This design comes from an exercise in tuning for a short achievable clock period and few clock cycles per item on the open sky130 flow, not from production work.
Only simulation tests tie the RTL to the original design; equivalence was not proved.

Setup of run A:
Design tx_core, start of the top module:
module tx_core (
	input wire logic clock,
	input wire logic arst_n_i,
	input wire logic reg_wr_en_i,
	input tx_pkg::reg_addr_t reg_addr_i,
	input tx_pkg::word_t reg_wr_data_i,
	output tx_pkg::word_t reg_rd_data_o,
	output logic mem_rd_en_o,
	output tx_pkg::addr_t mem_addr_o,
	input tx_pkg::word_t mem_rd_data_i,
	input wire logic meta_rd_en_i,
	output tx_pkg::len_t meta_data_o,
	output logic meta_empty_o,
	input wire logic data_rd_en_i,
	output tx_pkg::word_t data_o,
	output logic data_empty_o,
	input wire logic csum_rd_en_i,
	output tx_pkg::csum_t csum_o,
	output logic csum_empty_o,
	output logic channel_irq_o
);
export LEC_CHECK = 0
export CAP_MARGIN = 20
export CORE_MARGIN = 2
export CORE_UTILIZATION = 60
export SETUP_SLACK_MARGIN = 5
export SLEW_MARGIN = 20
export SYNTH_HIERARCHICAL = 1
export SYNTH_MINIMUM_KEEP_SIZE = 0
export TNS_END_PERCENT = 100
create_clock -name core_clock -period 9.0 [get_ports {clock}]
standard.sh (not shown) runs the stock make flow with config.mk's settings and CLKGATE_MAP_FILE= SYNTH_SCRIPT=/design/flow/synth_recipe.tcl, a recipe that flattens the netlist after the stock synthesis.
==> flow/flow/run.sh <==
#!/bin/bash
# The standard layout, with the register read port's pins placed as one group
set -uo pipefail
here=$(pwd)
bash standard.sh PRE_IO_PLACEMENT_TCL="$here/flow/pre_io.tcl" SETUP_MOVE_SEQUENCE=unbuffer,sizeup,swap,clone > "$here/standard.log" 2>&1
status=$?
tail -5 "$here/standard.log"
exit $status
==> flow/flow/pre_io.tcl <==
# Keep the register read port together: the address pins in the middle
# of the read data pins, so the read mux sits in one small area
set_io_pin_constraint -group -order -pin_names {reg_rd_data_o[0] reg_rd_data_o[1] reg_rd_data_o[2] reg_rd_data_o[3] reg_rd_data_o[4] reg_rd_data_o[5] reg_rd_data_o[6] reg_rd_data_o[7] reg_rd_data_o[8] reg_rd_data_o[9] reg_rd_data_o[10] reg_rd_data_o[11] reg_rd_data_o[12] reg_rd_data_o[13] reg_rd_data_o[14] reg_rd_data_o[15] reg_addr_i[0] reg_addr_i[1] reg_addr_i[2] reg_addr_i[3] reg_rd_data_o[16] reg_rd_data_o[17] reg_rd_data_o[18] reg_rd_data_o[19] reg_rd_data_o[20] reg_rd_data_o[21] reg_rd_data_o[22] reg_rd_data_o[23] reg_rd_data_o[24] reg_rd_data_o[25] reg_rd_data_o[26] reg_rd_data_o[27] reg_rd_data_o[28] reg_rd_data_o[29] reg_rd_data_o[30] reg_rd_data_o[31]}
Run A finished all stages; the layout is clean.
Testbench counts of run A, summed over its fixed seeds: cycles 12,358, frames 1,200.
Setup changes, run A to run B
--- a/flow/flow/run.sh
+++ b/flow/flow/run.sh
@@ -5 +5 @@
-bash standard.sh PRE_IO_PLACEMENT_TCL="$here/flow/pre_io.tcl" SETUP_MOVE_SEQUENCE=unbuffer,sizeup,swap,clone > "$here/standard.log" 2>&1
+bash standard.sh PRE_IO_PLACEMENT_TCL="$here/flow/pre_io.tcl" > "$here/standard.log" 2>&1
Notes after the runs:
- | worst path setup slack after routing | higher: run A |
- Run A -> run B: routability congestion estimate from global placement delta 0, exact match
- Status: via count parity (run B, run A)
- Run B vs run A, critical path endpoint: reg_rd_data_o[21] vs reg_rd_data_o[0]
Here is what was changed in the inputs of run C compared with run B.
# run B
export LEC_CHECK = 0
export CAP_MARGIN = 20
export CORE_MARGIN = 2
export CORE_UTILIZATION = 60
export SETUP_SLACK_MARGIN = 5
export SLEW_MARGIN = 20
export SYNTH_HIERARCHICAL = 1
export SYNTH_MINIMUM_KEEP_SIZE = 0
export TNS_END_PERCENT = 100
create_clock -name core_clock -period 9.0 [get_ports {clock}]
# run C
export LEC_CHECK = 0
export CAP_MARGIN = 20
export CORE_MARGIN = 2
export CORE_UTILIZATION = 75
export SETUP_SLACK_MARGIN = 5
export SLEW_MARGIN = 20
export SYNTH_HIERARCHICAL = 1
export SYNTH_MINIMUM_KEEP_SIZE = 0
export TNS_END_PERCENT = 100
create_clock -name core_clock -period 9.0 [get_ports {clock}]
==> comparison <==
Taking run B as 1.0, run C lands at 0.896 on die extent in y. The higher total global routing track utilization came out of run C. Largest stage delay on the critical path: higher on run C.

-- port drivers added, routing unchanged --
The results above use ideal ports. As a check the final layouts listed here were re-extracted and re-timed, cells and wires unchanged.
Step 1 (the two cells are an assumption about what drives the block):
set clk [get_ports {clock}]
set_driving_cell -lib_cell sky130_fd_sc_hd__clkbuf_16 $clk
set_driving_cell -lib_cell sky130_fd_sc_hd__buf_2 [delete_from_list [all_inputs] $clk]
Step 2 also shifts input and output timing later by t, the mid clock arrival at the registers, as if the neighbouring blocks saw the same clock.
Slacks: no drivers / after step 1 / after step 2; pairs: no drivers / after step 1.
| run | t, ns | slack for setup (ns) | latest minus earliest clock arrival (ns) |
|---|---|---|---|
| run A | 0.662 | 4.618 / 4.393 / 4.393 | 0.023 / 0.024 |
| run B | 0.663 | 4.615 / 4.479 / 4.479 | 0.026 / 0.027 |
| run C | 0.667 | 4.541 / 4.347 / 4.339 | 0.031 / 0.031 |
After both steps setup and hold are still met in every run listed. The setup slack of run A, which loses most, moves by -0.225 ns with the drivers and by -0.225 ns with both steps.
